Context: an optimization exercise on an open-source flow, tuned for small area. The choices shown serve that exercise and are no tape-out recipe.
In this exercise RTL edits were held to simulation tests only and were not proved equivalent to the original.
Power figures rest on the tool's default switching activity, not on a simulated workload. No driver is modelled on the clock port, so clocking that relies on it looks cheaper here than on a real chip.

==> flow/config.mk <==
export PLATFORM = sky130hd
export DESIGN_NAME = imem_icache
export DESIGN_NICKNAME = imem_icache
export VERILOG_FILES = /design/flow/design.v
export SDC_FILE = /design/flow/constraint.sdc
export NUM_CORES = 4
export LEC_CHECK = 0
export CAP_MARGIN = 30
export CORE_MARGIN = 2
export CORE_UTILIZATION = 65
export SLEW_MARGIN = 30
export SYNTH_HIERARCHICAL = 1
==> flow/constraint.sdc <==
create_clock -name core_clock -period 8.0 [get_ports {clk}]
set_input_delay 1.6000 -clock core_clock [delete_from_list [all_inputs] [get_ports {clk}]]
set_output_delay 1.6000 -clock core_clock [all_outputs]
set_load 0.01 [all_outputs]
==> flow/design.v <==
module icg_aoi222 (input logic a1, a2, b1, b2, c1, c2, output logic y);
  assign y = ~((a1 & a2) | (b1 & b2) | (c1 & c2));
endmodule
module icg_nand2 (input logic a, b, output logic y);
  assign y = ~(a & b);
endmodule
module icg_nand3 (input logic a, b, c, output logic y);
  assign y = ~(a & b & c);
endmodule
module icg_nand4 (input logic a, b, c, d, output logic y);
  assign y = ~(a & b & c & d);
endmodule
module icg_ao22 (input logic a1, a2, b1, b2, output logic y);
  assign y = (a1 & a2) | (b1 & b2);
endmodule
module icg_oai22 (input logic a1, a2, b1, b2, output logic y);
  assign y = ~((a1 | a2) & (b1 | b2));
endmodule
module icg_nor2 (input logic a, b, output logic y);
  assign y = ~(a | b);
endmodule
module icg_mux64p (input logic [31:0] st, input logic [31:0] dt,
                   input logic [31:0] nsi, input logic [31:0] di, output logic y);
  logic [19:0] o;    
  logic [15:0] oi;   
  logic [5:0]  n;
  logic [2:0]  p;
  for (genvar k = 0; k < 10; k++) begin : g_t
    icg_aoi222 u (.a1(st[3*k]), .a2(dt[3*k]), .b1(st[3*k+1]), .b2(dt[3*k+1]),
                  .c1(st[3*k+2]), .c2(dt[3*k+2]), .y(o[k]));
  end
  icg_nand2 ut0 (.a(st[30]), .b(dt[30]), .y(o[10]));
  icg_nand2 ut1 (.a(st[31]), .b(dt[31]), .y(o[19]));
  for (genvar k = 0; k < 16; k++) begin : g_i
    icg_oai22 u (.a1(nsi[2*k]), .a2(di[2*k]), .b1(nsi[2*k+1]), .b2(di[2*k+1]), .y(oi[k]));
  end
  for (genvar k = 0; k < 8; k++) begin : g_i2
    icg_nor2 u (.a(oi[2*k]), .b(oi[2*k+1]), .y(o[11+k]));
  end
  for (genvar m = 0; m < 4; m++) begin : g_l2
    icg_nand4 v (.a(o[4*m]), .b(o[4*m+1]), .c(o[4*m+2]), .d(o[4*m+3]), .y(n[m]));
  end
  icg_nand2 v4 (.a(o[16]), .b(o[17]), .y(n[4]));
  icg_nand2 v5 (.a(o[18]), .b(o[19]), .y(n[5]));
  for (genvar m = 0; m < 3; m++) begin : g_l3
    icg_nor2 w (.a(n[2*m]), .b(n[2*m+1]), .y(p[m]));
  end
  icg_nand3 x (.a(p[0]), .b(p[1]), .c(p[2]), .y(y));
endmodule
module icg_mux16n (input logic [15:0] s, input logic [15:0] d, output logic yn);
  logic [5:0] o;
  logic [1:0] n;
  for (genvar k = 0; k < 5; k++) begin : g_l1
    icg_aoi222 u (.a1(s[3*k]), .a2(d[3*k]), .b1(s[3*k+1]), .b2(d[3*k+1]),
                  .c1(s[3*k+2]), .c2(d[3*k+2]), .y(o[k]));
  end
  icg_nand2 u5 (.a(s[15]), .b(d[15]), .y(o[5]));
  icg_nand3 v0 (.a(o[0]), .b(o[1]), .c(o[2]), .y(n[0]));
  icg_nand3 v1 (.a(o[3]), .b(o[4]), .c(o[5]), .y(n[1]));
  icg_nor2 w (.a(n[0]), .b(n[1]), .y(yn));
endmodule
module imem_icache #(
  parameter int ADDR_WIDTH     = 32,
  parameter int INST_WIDTH     = 32,
  parameter int LINES          = 16,
  parameter int WORDS_PER_LINE = 4
) (
  input  logic                  clk,
  input  logic                  rst,
  input  logic [ADDR_WIDTH-1:0] cpu_addr,
  input  logic                  cpu_read,
  output logic [INST_WIDTH-1:0] cpu_rdata,
  output logic                  cpu_stall,
  input  logic                  inv,
  output logic                  mem_req,
  output logic [ADDR_WIDTH-1:0] mem_addr,
  input  logic                  mem_gnt,
  input  logic                  mem_rvalid,
  input  logic [INST_WIDTH-1:0] mem_rdata
);
  localparam int OFF   = $clog2(WORDS_PER_LINE);
  localparam int IDX   = $clog2(LINES);
  localparam int TAG_W = ADDR_WIDTH - 2 - OFF - IDX;
  localparam int NW    = LINES * WORDS_PER_LINE;
  localparam int SW    = IDX + OFF;           
  localparam int DSTEP = 4;                   
  localparam int DB    = $clog2(DSTEP);
  localparam int DL    = DSTEP - 1;           
  localparam int TSTEP = 8;                   
  localparam logic [INST_WIDTH-1:0] NOP = INST_WIDTH'(32'h0000_0013);
  logic                       stall_q, req_q;
  logic                       inv_pend_q;
  logic [LINES-1:0]           valid_q;
  logic [ADDR_WIDTH-1:2]      maddr_q;    
  logic [OFF-1:0]             loff_q;
  logic [INST_WIDTH-1:0]      rdata_q;
  logic [SW-1:0]              ph_q;       
  logic [LINES-1:0][TAG_W-1:0]   tag_q;   
  logic [NW-1:0][INST_WIDTH-1:0] data_q;  
  logic [DL-1:0][INST_WIDTH-1:0] hold_q;
  logic [DL-1:0]                 pv_q;
  logic [DL-1:0][OFF-1:0]        poff_q;
  logic [IDX-1:0]                wline_q;
  logic [OFF-1:0]   c_off;
  logic [IDX-1:0]   c_idx;
  logic [TAG_W-1:0] c_tag;
  logic [IDX-1:0]   lidx;
  logic [OFF-1:0]   cnt;
  assign c_off = cpu_addr[2 +: OFF];
  assign c_idx = cpu_addr[2+OFF +: IDX];
  assign c_tag = cpu_addr[ADDR_WIDTH-1 -: TAG_W];
  assign lidx  = maddr_q[2+OFF +: IDX];
  assign cnt   = maddr_q[2 +: OFF];
  logic [IDX-1:0]   tstage;
  logic [3:0]       tan, tbn;
  logic [LINES-1:0] tsel;
  logic [TAG_W-1:0] tag_rdn;
  logic [TAG_W-1:0] tag_rd;
  logic             hit_s;
  assign tstage = c_idx + ph_q[IDX-1:0];
  always_comb begin
    for (int i = 0; i < 4; i++) begin
      tan[i] = (tstage[1:0] != 2'(i));
      tbn[i] = (tstage[3:2] != 2'(i));
    end
  end
  for (genvar l = 0; l < LINES; l++) begin : g_tsel
    icg_nor2 u (.a(tan[l % 4]), .b(tbn[l / 4]), .y(tsel[l]));
  end
  for (genvar b = 0; b < TAG_W; b++) begin : g_tmux
    logic [LINES-1:0] col;
    for (genvar l = 0; l < LINES; l++) begin : g_col
      assign col[l] = tag_q[l][b];
    end
    icg_mux16n m (.s(tsel), .d(col), .yn(tag_rdn[b]));
  end
  assign tag_rd = ~tag_rdn;
  assign hit_s = valid_q[c_idx] && (tag_rd == c_tag);
  logic lookup, miss, rvalid_w, done;
  assign lookup   = !stall_q && cpu_read;
  assign miss     = lookup && !hit_s;
  assign rvalid_w = stall_q && !req_q && mem_rvalid;
  assign done     = rvalid_w && (&cnt);
  logic [SW-1:0]         rslot, rstage;
  logic [7:0]            ra, rb, ran, rbn;
  logic [NW-1:0]         rsel;     
  logic [INST_WIDTH-1:0] ring_rd;
  assign rslot  = stall_q ? {lidx, loff_q} : {c_idx, c_off};
  assign rstage = rslot + ph_q;
  always_comb begin
    for (int i = 0; i < 8; i++) begin
      ra[i]  = (rstage[2:0] == 3'(i));
      rb[i]  = (rstage[5:3] == 3'(i));
      ran[i] = !ra[i];
      rbn[i] = !rb[i];
    end
  end
  for (genvar i = 0; i < NW; i++) begin : g_rsel
    if (((i / DSTEP) % 2) == 0) begin : g_t
      icg_nor2 u (.a(ran[i % 8]), .b(rbn[i / 8]), .y(rsel[i]));
    end else begin : g_i
      icg_nand2 u (.a(ra[i % 8]), .b(rb[i / 8]), .y(rsel[i]));
    end
  end
  for (genvar b = 0; b < INST_WIDTH; b++) begin : g_rmux
    logic [NW/2-1:0] st, dt, nsi, di;
    for (genvar i = 0; i < NW; i++) begin : g_col
      if (((i / DSTEP) % 2) == 0) begin : g_t
        assign st[(i / (2*DSTEP)) * DSTEP + i % DSTEP] = rsel[i];
        assign dt[(i / (2*DSTEP)) * DSTEP + i % DSTEP] = data_q[i][b];
      end else begin : g_i
        assign nsi[(i / (2*DSTEP)) * DSTEP + i % DSTEP] = rsel[i];
        assign di[(i / (2*DSTEP)) * DSTEP + i % DSTEP]  = data_q[i][b];
      end
    end
    icg_mux64p m (.st(st), .dt(dt), .nsi(nsi), .di(di), .y(ring_rd[b]));
  end
  logic [DL-1:0] pmatch;
  always_comb begin
    for (int j = 0; j < DL; j++)
      pmatch[j] = pv_q[j] && (rslot == {wline_q, poff_q[j]});
  end
  logic [DB-1:0]         wo;
  logic                  wdir;
  logic [DL-1:0]         wdl;
  logic                  wen;
  logic [IDX-1:0]        wline;
  logic [INST_WIDTH-1:0] wdata;
  logic [SW-1:0]         wstage;
  assign wo   = ~ph_q[DB-1:0];
  assign wdir = rvalid_w && (cnt[DB-1:0] == wo);
  for (genvar j = 0; j < DL; j++) begin : g_wdl
    logic [OFF-1:0] po;
    assign po     = poff_q[j];
    assign wdl[j] = pv_q[j] && (po[DB-1:0] == wo);
  end
  assign wline = (|wdl) ? wline_q : lidx;
  for (genvar b = 0; b < INST_WIDTH; b++) begin : g_wdata
    logic x, y;
    icg_aoi222 u0 (.a1(wdir), .a2(mem_rdata[b]), .b1(wdl[0]), .b2(hold_q[0][b]),
                   .c1(wdl[1]), .c2(hold_q[1][b]), .y(x));
    icg_nand2 u1 (.a(wdl[2]), .b(hold_q[2][b]), .y(y));
    icg_nand2 u2 (.a(x), .b(y), .y(wdata[b]));
  end
  assign wen    = wdir || (|wdl);
  assign wstage = {wline, {OFF{1'b0}}} + SW'(DSTEP) * (SW'(ph_q) / SW'(DSTEP)) + SW'(DSTEP);
  always_ff @(posedge clk) begin
    hold_q[0] <= mem_rdata;
    poff_q[0] <= cnt;
    pv_q[0]   <= !rst && rvalid_w && !wdir;
    for (int j = 1; j < DL; j++) begin
      hold_q[j] <= hold_q[j-1];
      poff_q[j] <= poff_q[j-1];
      pv_q[j]   <= !rst && pv_q[j-1] && !wdl[j-1];
    end
    if (rvalid_w) wline_q <= lidx;
  end
  logic [NW-1:0][INST_WIDTH-1:0] data_d;
  logic [INST_WIDTH-1:0]         wdata_n;
  assign wdata_n = ~wdata;
  for (genvar i = 0; i < NW; i++) begin : g_dring
    if ((i % DSTEP) == 0) begin : g_wr
      logic sel, nsel;
      logic [INST_WIDTH-1:0] src, prev, d;
      assign sel  = wen && (wstage[SW-1:DB] == (SW-DB)'(i / DSTEP));
      assign nsel = !sel;
      if (((i / DSTEP) % 2) == 0) begin : g_true
        assign src = wdata_n;
      end else begin : g_inv
        assign src = wdata;
      end
      assign prev      = data_q[(i + NW - 1) % NW];
      assign data_d[i] = d;
      for (genvar b = 0; b < INST_WIDTH; b++) begin : g_b
        icg_oai22 u (.a1(nsel), .a2(src[b]), .b1(sel), .b2(prev[b]), .y(d[b]));
      end
    end else begin : g_sh
      assign data_d[i] = data_q[(i + NW - 1) % NW];
    end
  end
  always_ff @(posedge clk) begin
    data_q <= data_d;
  end
  logic [IDX-1:0] twstage;
  assign twstage = lidx + ph_q[IDX-1:0] + IDX'(1);
  logic [LINES-1:0][TAG_W-1:0] tag_d;
  for (genvar l = 0; l < LINES; l++) begin : g_tring
    if ((l % TSTEP) == 0) begin : g_wr
      logic sel, nsel;
      assign sel  = stall_q && (twstage == IDX'(l));
      assign nsel = !sel;
      for (genvar b = 0; b < TAG_W; b++) begin : g_b
        icg_ao22 u (.a1(sel), .a2(maddr_q[ADDR_WIDTH-TAG_W+b]), .b1(nsel), .b2(tag_q[(l + LINES - 1) % LINES][b]), .y(tag_d[l][b]));
      end
    end else begin : g_sh
      assign tag_d[l] = tag_q[(l + LINES - 1) % LINES];
    end
  end
  always_ff @(posedge clk) begin
    tag_q <= tag_d;
  end
  always_ff @(posedge clk) begin
    if (rst) ph_q <= '0;
    else     ph_q <= ph_q + SW'(1);
  end
  always_ff @(posedge clk) begin
    if (rst) begin
      stall_q <= 1'b0;
      req_q   <= 1'b0;
    end else if (!stall_q) begin
      stall_q <= miss;
      req_q   <= miss;
    end else if (req_q) begin
      req_q   <= !mem_gnt;
    end else if (mem_rvalid) begin
      stall_q <= !(&cnt);
      req_q   <= !(&cnt);
    end
  end
  always_ff @(posedge clk) begin
    inv_pend_q <= stall_q && (inv_pend_q || inv);
  end
  always_ff @(posedge clk) begin
    if (rst || inv) begin
      valid_q <= '0;
    end else if (done && !inv_pend_q) begin
      valid_q[lidx] <= 1'b1;
    end
  end
  always_ff @(posedge clk) begin
    if (rst) begin
      maddr_q <= '0;
    end else if (miss) begin
      maddr_q <= {cpu_addr[ADDR_WIDTH-1:2+OFF], {OFF{1'b0}}};
    end else if (rvalid_w && !(&cnt)) begin
      maddr_q[2 +: OFF] <= cnt + OFF'(1);
    end
  end
  always_ff @(posedge clk) begin
    if (miss) loff_q <= c_off;
  end
  logic                  ld_rd, ld_mem, s_keep, s_ring;
  logic [DL-1:0]         s_h;
  logic [INST_WIDTH-1:0] rdata_d;
  assign ld_rd  = !rst && ((lookup && hit_s) || (done && !(&loff_q)));
  assign ld_mem = !rst && done && (&loff_q);
  assign s_keep = !rst && !(lookup && hit_s) && !done;
  assign s_ring = ld_rd && !(|pmatch);
  assign s_h    = {DL{ld_rd}} & pmatch;
  for (genvar b = 0; b < INST_WIDTH; b++) begin : g_rdata
    logic x, y;
    icg_aoi222 u0 (.a1(s_ring), .a2(ring_rd[b]), .b1(s_h[0]), .b2(hold_q[0][b]),
                   .c1(s_h[1]), .c2(hold_q[1][b]), .y(x));
    icg_aoi222 u1 (.a1(s_h[2]), .a2(hold_q[2][b]), .b1(ld_mem), .b2(mem_rdata[b]),
                   .c1(s_keep), .c2(rdata_q[b]), .y(y));
    if (NOP[b]) begin : g_one
      icg_nand3 u2 (.a(x), .b(y), .c(!rst), .y(rdata_d[b]));
    end else begin : g_zero
      icg_nand2 u2 (.a(x), .b(y), .y(rdata_d[b]));
    end
  end
  always_ff @(posedge clk) begin
    rdata_q <= rdata_d;
  end
  assign cpu_rdata = rdata_q;
  assign cpu_stall = stall_q;
  assign mem_req   = req_q;
  assign mem_addr  = {maddr_q, 2'b00};
endmodule
==> flow/flow/run.sh <==
#!/bin/bash
# The standard layout (standard.sh, unchanged synthesis and steps) with two
# settings changed through ORFS's own variables:
#  - the input and output ports are buffered with buf_1 cells instead of the
#    default buffer cell;
#  - the clock tree clusters at most 28 sinks within 100 um per leaf buffer and
#    inserts no dummy loads.
# make's full output goes to standard.log; ORFS keeps each step's log under orfs/logs.
set -euo pipefail
export BUFFER_PORTS_ARGS="-buffer_cell sky130_fd_sc_hd__buf_1"
export CTS_ARGS="-sink_clustering_enable -repair_clock_nets -sink_clustering_size 28 -sink_clustering_max_diameter 100 -dont_use_dummy_load"
bash standard.sh > standard.log 2>&1
==> flow/standard.sh <==
#!/bin/bash
# synth_recipe.tcl (not shown) runs the flow's synth.tcl, then flattens the netlist and writes it again
# the make line also repeats each setting of config.mk as NAME=value (left out here)
make -C /OpenROAD-flow-scripts/flow DESIGN_CONFIG=/design/flow/config.mk WORK_HOME=/design/flow/orfs CLKGATE_MAP_FILE= SYNTH_SCRIPT=/design/flow/synth_recipe.tcl "${@:-finish}"
==> results of run 1 <==
## power breakdown
group	switching (mW)	internal [mW]
clock	3.77	2.31
sequential	0.179	13.4
combinational	1.03	0.423
## flip-flops by register name, summed over array words and instances, names as in the netlist
register	count
poff_q	6
inv_pend_q	1
pv_q	3
maddr_q	30
data_q	2048
loff_q	2
stall_q	1
tag_q	384
wline_q	4
hold_q	96
req_q	1
ph_q	6
rdata_q	32
valid_q	16
## metal layers
layer  up-vias  wire (um)  track usage
met2      3938     108000        0.656
met1     26100      90000        0.542
met4        10      16400        0.237
met3       960      33600        0.120
met5         -        241       0.0102
li1      22600          -            -
## cells in the final DEF (no fill, tap or decap), types with 5 or more instances in the layout
master,Yosys,layout
buf_12,0,22
clkbuf_16,0,103
a21oi_1,27,27
nand3_1,94,93
ha_1,21,21
nor2_2,0,11
nor2_4,0,51
buf_4,2,149
nand2_2,0,43
a222oi_1,536,536
o22ai_1,1024,1024
nor2_1,522,460
and3_2,0,5
nand2b_1,6,6
xor2_1,47,47
nor3_1,12,8
xnor2_1,20,19
dfxtp_1,2624,2624
buf_1,1,130
edfxtp_1,6,6
mux2i_1,34,34
a22o_1,49,49
inv_1,52,51
nand2_1,325,279
nand4_1,134,134
## modules after synthesis, one instance, submodules excluded, excerpt
module       copies in the design  area, um2  flops+latches
icg_nor2                      424       3.75              0
icg_oai22                    1024       6.26              0
imem_icache                     1      55700           2630
icg_ao22                       48       8.76              0
icg_aoi222                    536       10.0              0
icg_nand4                     128       6.26              0
icg_nand2                     277       3.75              0
icg_nand3                      83       5.00              0
## worst max path at each step
stage | start | end | slack [ns] | depth (start not counted)
5_1_grt | cpu_addr[5] | rdata_q[12] | 1.41 | 20
4_1_cts | cpu_addr[5] | rdata_q[29] | 1.69 | 20
3_5_place_dp | cpu_addr[5] | rdata_q[21] | 0.95 | 20
6_report | cpu_addr[3] | rdata_q[11] | 1.55 | 19
2_1_floorplan | mem_rvalid | data_q[1920] | 1.77 | 6
3_3_place_gp | cpu_addr[5] | rdata_q[22] | 1.09 | 20
## cell type report
class / instances / area [um2]
Sequential cell: 2630 / 52700
Tap cell: 1476 / 1850
Multi-Input combinational cell: 2914 / 19300
Clock buffer: 103 / 2580
Inverter: 52 / 195
Antenna cell: 2 / 5.00
Fill cell: 7880 / 30400
Timing Repair Buffer: 304 / 2110
## cell usage after synthesis, drive strengths merged, types with 2 or more instances
cell / count
dfxtp: 2624
o22ai: 1024
a222oi: 536
nor2: 522
nand2: 325
nand4: 134
nand3: 95
inv: 52
a22o: 49
xor2: 48
mux2i: 35
a21oi: 27
ha: 21
xnor2: 20
buf: 14
nor3: 12
and3: 10
clkbuf: 10
edfxtp: 6
nand2b: 6
or3: 5
mux4: 4
nor2b: 4
nor3b: 4
a21o: 3
a31oi: 3
fa: 3
mux2: 3
nor4: 3
o21ai: 3
or2: 3
nand3b: 2
o21a: 2
o21bai: 2
## through the flow
stage          std cells   util  area, um2
4_1_cts             7477  0.721      78700
6_report            7481  0.721      78700
2_1_floorplan       5620      -      71800
5_1_grt             7480  0.721      78700
3_3_place_gp        7374  0.697      76100
3_5_place_dp        7374  0.697      76100
## critical path: cells and delay by family
kind | cells | cell delay [ns]
xor gates and xnor gates | 1 | 0.69
and+or+nand+nor | 7 | 1.89
buffers and inverters | 3 | 0.70
muxes | 1 | 0.45
adders and majority gates | 1 | 0.31
AOI/OAI and AO/OA | 6 | 1.35
## cell families after synthesis
kind of cell             count (synthesis)
AND/OR/NAND/NOR                       1127
XOR/XNOR                                68
adder cells (fa/ha/maj)                 24
AO/OA/AOI/OAI                         1651
other                                    1
multiplexers                            42
flip-flops                            2630
buffers and inverters                   76
==> impl_results.md, run 1 <==
* Status: no timing/DRC/antenna violations
* CTS Hold Bufs at 0
* CTS tree: built
* Initial DRC Count at 9133
* Hold Crit Endpoint: data_q[1117]
* CP cell instances: buf_1 > mux2i_1 > inv_1 > ha_1 > a21o_1 > a21oi_1 > o21bai_1 > a21oi_1 > xor2_1 > nor2_1 > nand2_2 > buf_4 > o22ai_1 > nor2_1 > nand4_1 > nor2_1 > nand3_1 > a222oi_1 > nand2_1
* Post-synthesis mux area share at 0.00699
* Die height at 336 um
* Max-slew headroom at 0.236
* Largest net degree at the start of global routing at 46
* Crit path launch type: input port
* HP Class: reg2reg
* Peak supply drop at 0.196 mV
* First-pass GRT wire length at 349000 um
* Clock Skew at 0.0608 ns
* Max stage delay on crit path at 0.92 ns
* Core Box Area at 109000 um2
* Worst R2R End: rdata_q[11]
* DP Worst Slack at 0.953 ns
* Static Leak at 29.9 nW
* RSZ-0062 raised after global routing: no
* Pre-antenna DRT Iters at 11
* Routability cong. at 0.920
* Port-buffer cells at 131
* CTS Buffer Depth at 3
* Critical setup path kind: in2reg
* Hold_ws at 0.316 ns
* Ys flop type: dfxtp_1
* Dpl hpwl at 151000 um
* Vias in the first global route at 51400
* Initial Util at 0.658
* Yosys warns at 7
* Final Worst Setup Slack at 1.55 ns
* IO Pins at 136
* Synth Area in XOR/XNOR at 0.00840
* Initial antenna violation count at 6
* Synth Area in Adders at 0.00450
* Crit share post-route at 0.807
* Layout cell share with drive strength beyond 1 at 0.0686
* Simple-Gate Fraction of Synth Area at 0.0672
* Period minus WS final at 6.45 ns
* Req. time, crit path at 8.58 ns
* Asr flop ratio synth at 0
* Synth top area share at 0.732
* Clock sink count at 2630
* Post-Syn Instances at 5619
* Num CTS Buffers at 103
* Total number of vias at 53600
* Final ANT Viol Nets at 0
* CP Max Fanout at 21
* DRC violations left at 0
* Final setup violation count at 0
* Synthesized area per cell at 12.8 um2
* Final WL at 248000 um
* Worst skew pair latency at 0.75 ns
* Sequential area share after synthesis at 0.734
* Max cap viols at 0
* Final Hold Viols at 0
* Synth Area in Compound Gates at 0.173
* TNS Setup at 0 ns
* Slowest cell on crit path: nand2_2
* Worst r2r src: stall_q
* Pwr Total at 21.1 mW
* Total grt overflow at 0
* Data arrival time of the critical path at 7.04 ns
* Die ar. at 113000 um2
* Dominant cells by area after synthesis: dfxtp_1, o22ai_1, a222oi_1
* Worst Tran Pin Value at 1.14 ns
* Slew Limit Fails at 0
* GR Util All Layers at 0.426
* Power Dens Cells at 268 nW/um2
* R2R depth at 18
* Clock slew at reported path FFs at 0.10 ns
* NumNets Final at 6099
* #FFs+latches synth at 2630
* Cell Area, Synth at 71800 um2
* Drt via density at 7.17
* Area leader, netlist: dfxtp_1
* Area Growth Syn to Fin at 9.68%
* Post-synth EDFFs at 6
* Synth cell types at 49
* Die W at 336 um
* Post-cts resize count at 0
* Hold Crit Depth at 0
* Crit-path most repeated cell: nor2_1
* Floorplan row count at 121
* CP Capture Type: flip-flop
* Hold_sp: data_q[1085]
* Post-CTS setup repair buffer count at 0
* Reg-to-reg setup timing slack at 1.69 ns
* Max Freq at 0.155 GHz
* Wire per inst at 33.1 um
* Clk root buf: clkbuf_16
* H-tree Lvls at 3
* Combinational family with the most area after synthesis: compound AO/OA/AOI/OAI gates
==> run 2, diff against run 1 <==
--- a/flow/design.v
+++ b/flow/design.v
@@ -144,5 +144,4 @@
   logic [SW-1:0]         rslot, rstage;
   logic [7:0]            ra, rb, ran, rbn;
-  logic [NW-1:0]         rsel;     
   logic [INST_WIDTH-1:0] ring_rd;
   assign rslot  = stall_q ? {lidx, loff_q} : {c_idx, c_off};
@@ -156,9 +155,12 @@
     end
   end
-  for (genvar i = 0; i < NW; i++) begin : g_rsel
-    if (((i / DSTEP) % 2) == 0) begin : g_t
-      icg_nor2 u (.a(ran[i % 8]), .b(rbn[i / 8]), .y(rsel[i]));
-    end else begin : g_i
-      icg_nand2 u (.a(ra[i % 8]), .b(rb[i / 8]), .y(rsel[i]));
+  logic [1:0][NW-1:0] rselh;
+  for (genvar h = 0; h < 2; h++) begin : g_rsel
+    for (genvar i = 0; i < NW; i++) begin : g_s
+      if (((i / DSTEP) % 2) == 0) begin : g_t
+        icg_nor2 u (.a(ran[i % 8]), .b(rbn[i / 8]), .y(rselh[h][i]));
+      end else begin : g_i
+        icg_nand2 u (.a(ra[i % 8]), .b(rb[i / 8]), .y(rselh[h][i]));
+      end
     end
   end
@@ -167,8 +169,8 @@
     for (genvar i = 0; i < NW; i++) begin : g_col
       if (((i / DSTEP) % 2) == 0) begin : g_t
-        assign st[(i / (2*DSTEP)) * DSTEP + i % DSTEP] = rsel[i];
+        assign st[(i / (2*DSTEP)) * DSTEP + i % DSTEP] = rselh[b / (INST_WIDTH / 2)][i];
         assign dt[(i / (2*DSTEP)) * DSTEP + i % DSTEP] = data_q[i][b];
       end else begin : g_i
-        assign nsi[(i / (2*DSTEP)) * DSTEP + i % DSTEP] = rsel[i];
+        assign nsi[(i / (2*DSTEP)) * DSTEP + i % DSTEP] = rselh[b / (INST_WIDTH / 2)][i];
         assign di[(i / (2*DSTEP)) * DSTEP + i % DSTEP]  = data_q[i][b];
       end
==> impl_results.md, run 2 <==
* Status: no timing/DRC/antenna violations
* Synthesized area per cell at 12.7 um2
* Ys flop type: dfxtp_1
* Placed Cells at 7432
* WP buf/inv at 2
* Most numerous cell in the Yosys netlist: dfxtp_1
* Peak supply drop at 0.171 mV
* Req. time, crit path at 8.58 ns
* Post-synth EDFFs at 6
* Max cap viols at 0
* Power Dens Cells at 270 nW/um2
* Num CTS Buffers at 103
* Port-buffer cells at 131
* Most frequent cells in the layout: dfxtp_1, o22ai_1, a222oi_1, nor2_1, nand2_1
* Yosys warns at 7
* Post-Syn Instances at 5683
* IO Pins at 136
* Vias in the first global route at 47800
* Die W at 337 um
* Clock slew at reported path FFs at 0.11 ns
* Most common cell after layout, fill and taps aside: dfxtp_1
* Data arrival time of the critical path at 7.28 ns
* Dpl hpwl at 145000 um
* Drt via density at 6.72
* Crit-path most repeated cell: nor2_1
* Synth cell count leaders: dfxtp_1, o22ai_1, nor2_1
* Sequential area share after synthesis at 0.732
* NumNets Final at 6143
* GR Util All Layers at 0.359
* Crit share post-route at 0.838
* Final ANT Viol Nets at 0
* Wire per inst at 27.9 um
* Largest net degree at the start of global routing at 46
* Top cell family by delay on the critical path: simple AND/OR/NAND/NOR gates
* Clk root buf: clkbuf_16
* Multi-input logic area at 19100 um2
* Area Growth Syn to Fin at 8.56%
* Final Hold Viols at 0
* H-tree Lvls at 3
* Slew Limit Fails at 0
* Cell Area, Synth at 72000 um2
* Post-cts resize count at 0
* Total grt overflow at 0
* DRC violations left at 0
* Largest regs: data_q x2048, tag_q x384, hold_q x96
* Clock sink count at 2630
* Worst Tran Pin Value at 1.14 ns
* Floorplan row count at 122
* Max reg flops at 2048
* Fillers at 8106
* Crit path launch type: input port
* CTS Hold Bufs at 0
* CP cell instances: buf_1 > mux2i_1 > inv_1 > ha_1 > a21o_1 > a21oi_1 > o21bai_1 > a21oi_1 > xnor2_1 > nor2_1 > nand2_1 > o22ai_1 > nor2_1 > nand4_1 > nor2_1 > nand3_1 > a222oi_1 > nand2_1
* Initial Util at 0.653
* Initial DRC Count at 7478
* Routability cong. at 0.889
* TNS Setup at 0 ns
* Period minus WS final at 6.70 ns
* Non-Filler Instances at 7538
* CP Capture Type: flip-flop
* Slowest cell on crit path: nand2_1
* Reg with most FFs: data_q
* Total number of vias at 50700
* HP Class: reg2reg
* Die height at 337 um
* Synth top area share at 0.729
* CP Max Fanout at 16
* Synth cell types at 49
* Sequential Area at 52700 um2
* Critical setup path kind: in2reg
* Dominant cells by area after synthesis: dfxtp_1, o22ai_1, a222oi_1
* Max stage delay on crit path at 0.84 ns
* CTS tree: built
* Area leader, netlist: dfxtp_1
* Asr flop ratio synth at 0
* Static Leak at 29.7 nW
* Die ar. at 113000 um2
* Final WL at 210000 um
* #FFs+latches synth at 2630
* RSZ-0062 raised after global routing: no
* Initial antenna violation count at 7
* Layout cell share with drive strength beyond 1 at 0.0547
* CTS Buffer Depth at 3
* Pre-antenna DRT Iters at 10
* Core Box Area at 110000 um2
* Max-slew headroom at 0.240
* Post-CTS setup repair buffer count at 0
* Max Freq at 0.149 GHz
* Final setup violation count at 0
* First-pass GRT wire length at 305000 um
* Worst skew pair latency at 0.74 ns
* Clock Skew at 0.0444 ns
run 2: cell families after synthesis:
group	count (synthesis)	share of synthesized area
flops	2630	0.732
compound gates	1651	0.173
simple gates	1191	0.0704
buf+inv	76	0.00505
xor+xnor	68	0.00837
mux	42	0.00697
fa+ha+maj	24	0.00448
other cells	1	0.0000521
run 2: metrics by stage:
step / hold slack (ns) / utilization / area [um2] / power (mW) / setup WS [ns]
finish: 0.326 / 0.709 / 78200 / 21.1 / 1.30
global placement: 0.331 / 0.685 / 75600 / 15.3 / 1.07
CTS: 0.316 / 0.708 / 78200 / 21.1 / 1.73
floorplan: 0.330 / - / 72000 / 14.5 / 1.77
detailed placement: 0.335 / 0.685 / 75600 / 15.3 / 0.956
global route: 0.324 / 0.708 / 78200 / 21.7 / 1.20
run 2: per-module statistics from Yosys (local to each module, per instance), a selection:
module	times used	cells inside	flops+latches	area, um2
icg_nand2	309	1	0	3.75
icg_nor2	456	1	0	3.75
icg_nand4	128	1	0	6.26
imem_icache	1	3099	2630	55700
icg_oai22	1024	1	0	6.26
icg_nand3	83	1	0	5.00
icg_ao22	48	1	0	8.76
run 2: layer usage:
| metal | track usage | wire length (um) | share of wire | vias to the layer above |
|---|---|---|---|---|
| li1 | - | - | - | 22800 |
| met1 | 0.520 | 89900 | 0.43 | 24900 |
| met2 | 0.534 | 90000 | 0.43 | 2671 |
| met3 | 0.0936 | 25200 | 0.12 | 325 |
| met4 | 0.0981 | 4850 | 0.023 | 10 |
| met5 | 0 | 61 | 0.00029 | - |
run 2: area by class of cell:
cell class	instances	share of cell area
diodes	3	0.0000960
clock buffers	103	0.0330
inverters	52	0.00250
multi-input cells	2978	0.245
flip-flops and latches	2630	0.674
well taps	1488	0.0238
repair buffers	284	0.0216
run 2: worst reg2reg max path: stages (launching register included):
cell,delay (ns)
dfxtp_1,0.69
mux2i_1,0.56
inv_1,0.18
ha_1,0.31
a21o_1,0.17
a21oi_1,0.31
o21bai_1,0.10
a21oi_1,0.58
xnor2_1,0.39
nor2_1,0.42
nand2_1,0.85
o22ai_1,0.16
nor2_1,0.36
nand4_1,0.44
nor2_1,0.21
nand3_1,0.16
a222oi_1,0.41
nand2_1,0.11
run 2: path summary, 6_finish.rpt:
check,start,slack (ns),to,cells after the start
setup / recovery,cpu_addr[3],1.30,rdata_q[30],18
setup reg to reg,stall_q,1.44,rdata_q[30],17
hold / removal,data_q[184],0.33,data_q[216],0
hold reg to reg,data_q[184],0.33,data_q[216],0
run 2: report_power, final:
group | switching (mW) | total (mW) | internal [mW] | leakage, nW
Combinational | 1.10 | 1.50 | 0.407 | 6.52
Clock | 3.73 | 6.05 | 2.32 | 1.27
Sequential | 0.189 | 13.6 | 13.4 | 21.9
==> run 3, diff against run 2 <==
==> flow/flow/run.sh (replaced) <==
#!/bin/bash
# The standard layout (standard.sh, unchanged synthesis and steps) with two
# settings changed through ORFS's own variables:
#  - the input and output ports are buffered with buf_1 cells instead of the
#    default buffer cell;
#  - the clock tree clusters at most 25 sinks within 100 um per leaf buffer and
#    inserts no dummy loads.
# make's full output goes to standard.log; ORFS keeps each step's log under orfs/logs.
set -euo pipefail
export BUFFER_PORTS_ARGS="-buffer_cell sky130_fd_sc_hd__buf_1"
export CTS_ARGS="-sink_clustering_enable -repair_clock_nets -sink_clustering_size 25 -sink_clustering_max_diameter 100 -dont_use_dummy_load"
bash standard.sh > standard.log 2>&1
==> impl_results.md, run 3 <==
* Most numerous cell in the Yosys netlist: dfxtp_1
* Area leader, netlist: dfxtp_1
* Area Growth Syn to Fin at 8.98%
* DRC violations left at 0
* Static Leak at 29.8 nW
* Initial DRC Count at 7882
* Asr flop ratio synth at 0
* CTS Hold Bufs at 0
* Floorplan row count at 122
* TNS Setup at 0 ns
* Yosys warns at 7
* Die W at 337 um
* Total number of vias at 50800
* Ys flop type: dfxtp_1
* Fillers at 8054
* Final ANT Viol Nets at 0
* HP Class: reg2reg
* Critical setup path kind: in2reg
* Initial antenna violation count at 7
* Final WL at 211000 um
* Synthesized area per cell at 12.7 um2
* Port-buffer cells at 131
* Crit path launch type: input port
* Period minus WS final at 6.69 ns
* Total grt overflow at 0
* Layout cell share with drive strength beyond 1 at 0.0566
* CTS tree: built
* Critical Path Start: cpu_addr[3]
* Crit share post-route at 0.836
* Dominant cells by area after synthesis: dfxtp_1, o22ai_1, a222oi_1
* Req. time, crit path at 8.59 ns
* Clk root buf: clkbuf_16
* Worst r2r src: stall_q
* Hold_sp: tag_q[64]
* NumNets Final at 6155
* Dpl hpwl at 145000 um
* Reg with most FFs: data_q
* CTS Buffer Depth at 3
* Peak supply drop at 0.227 mV
* Clock slew at reported path FFs at 0.09 ns
* Synth top area share at 0.729
* #FFs+latches synth at 2630
* Die height at 337 um
* IO Pins at 136
* Max cap viols at 0
* Die ar. at 113000 um2
* GR Util All Layers at 0.361
* Cell Area, Synth at 72000 um2
* Pre-antenna DRT Iters at 9
* Status: no timing/DRC/antenna violations
* Worst skew pair latency at 0.74 ns
* Largest net degree at the start of global routing at 46
* Synth cell types at 49
* First-pass GRT wire length at 306000 um
* Final Worst Setup Slack at 1.31 ns
* Wire per inst at 27.9 um
* Largest regs: data_q x2048, tag_q x384, hold_q x96
* Most common cell after layout, fill and taps aside: dfxtp_1
* Max-slew headroom at 0.284
* DP Worst Slack at 0.956 ns
* Initial Util at 0.653
* Max reg flops at 2048
* Post-synth EDFFs at 6
* Post-cts resize count at 0
* Hold_ws at 0.298 ns
* Core Box Area at 110000 um2
* Post-Syn Instances at 5683
* Data arrival time of the critical path at 7.28 ns
* Most frequent cells in the layout: dfxtp_1, o22ai_1, a222oi_1, nor2_1, nand2_1
* Clock Skew at 0.0461 ns
* Sequential area share after synthesis at 0.732
* Slew Limit Fails at 0
* Worst Tran Pin Value at 1.07 ns
* Vias in the first global route at 47900
* Drt via density at 6.72
* Final setup violation count at 0
* H-tree Lvls at 3
* Clock sink count at 2630
* CP Capture Type: flip-flop
* Final Hold Viols at 0
* Num CTS Buffers at 115
* RSZ-0062 raised after global routing: no
* Routability cong. at 0.889
* Max Freq at 0.149 GHz
* Synth cell count leaders: dfxtp_1, o22ai_1, nor2_1
* Power Dens Cells at 273 nW/um2
* CP Max Fanout at 9
* Post-CTS setup repair buffer count at 0
run 3: power by group:
part | internal [mW] | switching (mW)
Sequential | 13.4 | 0.190
Combinational | 0.407 | 1.10
Clock | 2.56 | 3.77
run 3: routing by layer:
metal	global-route usage	share of wire	vias to the layer above
li1	-	-	22800
met2	0.539	0.43	2646
met3	0.0959	0.12	372
met1	0.519	0.42	25000
met5	0	0.00030	-
met4	0.0970	0.026	10
run 3: area by class of cell:
cell class / instances / area (um2) / share of cell area
inverters: 52 / 195 / 0.00249
well taps: 1488 / 1860 / 0.0237
multi-input cells: 2978 / 19100 / 0.244
flip-flops and latches: 2630 / 52700 / 0.672
clock buffers: 115 / 2880 / 0.0367
diodes: 3 / 7.51 / 0.0000956
repair buffers: 284 / 1690 / 0.0216
run 3: worst paths after layout:
check	end	slack (ns)	depth (start not counted)
max	rdata_q[23]	1.31	18
min reg2reg	tag_q[88]	0.30	0
min	tag_q[88]	0.30	0
max reg2reg	rdata_q[23]	1.47	17
run 3: stage by stage:
step / util / power, mW / cell area, um2 / instances
2_1_floorplan: - / 14.5 / 72000 / 5684
3_3_place_gp: 0.685 / 15.3 / 75600 / 7432
3_5_place_dp: 0.685 / 15.3 / 75600 / 7432
4_1_cts: 0.711 / 21.4 / 78500 / 7547
5_1_grt: 0.711 / 22.0 / 78500 / 7549
6_report: 0.711 / 21.4 / 78500 / 7550
run 3: kinds of logic (layout without fill, tap and decap cells):
family | Yosys count | in the layout | synth area share
AO/OA/AOI/OAI | 1651 | 1651 | 0.173
XOR/XNOR | 68 | 68 | 0.00837
adder cells (fa/ha/maj) | 24 | 24 | 0.00448
buffers and inverters | 76 | 451 | 0.00505
flip-flops | 2630 | 2630 | 0.732
multiplexers | 42 | 42 | 0.00697
other | 1 | 5 | 0.0000521
AND/OR/NAND/NOR | 1191 | 1191 | 0.0704
run 3: per-module statistics from Yosys, one instance, submodules excluded, a selection:
module       area (um2)  cells inside  times used  flops+latches
icg_nand4          6.26             1         128              0
icg_nor2           3.75             1         456              0
icg_nand3          5.00             1          83              0
icg_oai22          6.26             1        1024              0
icg_aoi222         10.0             1         536              0
icg_ao22           8.76             1          48              0
icg_nand2          3.75             1         309              0
imem_icache       55700          3099           1           2630
run 3: worst max-delay path, stage by stage:
cell and delay [ns]:
buf_1 0.10, mux2i_1 0.42, inv_1 0.18, ha_1 0.31, a21o_1 0.17, a21oi_1 0.31
o21bai_1 0.10, a21oi_1 0.56, xnor2_1 0.36, nand2_1 0.59, nor2_1 0.39, buf_4 0.29
a222oi_1 0.36, nand4_1 0.33, nor2_1 0.46, nand3_1 0.27, a222oi_1 0.38, nand2_1 0.09

-- afterwards: timing with drivers on the ports --
No port has a modelled driver above. Below, the same layouts with a new extraction and two added sets of constraints.
Step 1: set_driving_cell puts a clkbuf_16 on clk and a buf_2 on each other input, an assumption about the parent block.
Step 2 adds t to the input delays and takes it off the output delays; t is the mean of the earliest and latest rising clock arrival at the registers after step 1. Input paths then give back, and output paths get back, about the clock's delay inside the block.
Slacks: ideal ports / drivers / drivers and shift; pairs: ideal ports / drivers.
| run | t (ns) | slack for setup (ns) | clock arrival spread, ns | worst data-port slew with drivers (ns) | pins driven straight from the clock port |
|---|---|---|---|---|---|
| run 1 | 0.799 | 1.548 / 1.611 / 0.812 | 0.061 / 0.061 | 0.07 | 1 |
| run 2 | 0.793 | 1.296 / 1.353 / 0.560 | 0.048 / 0.049 | 0.15 | 1 |
| run 3 | 0.790 | 1.310 / 1.363 / 0.573 | 0.046 / 0.046 | 0.15 | 1 |
After both steps every run listed still meets setup and hold. For run 3, which loses most, drivers alone change the setup slack by +0.053 ns; drivers and shift together by -0.737 ns.
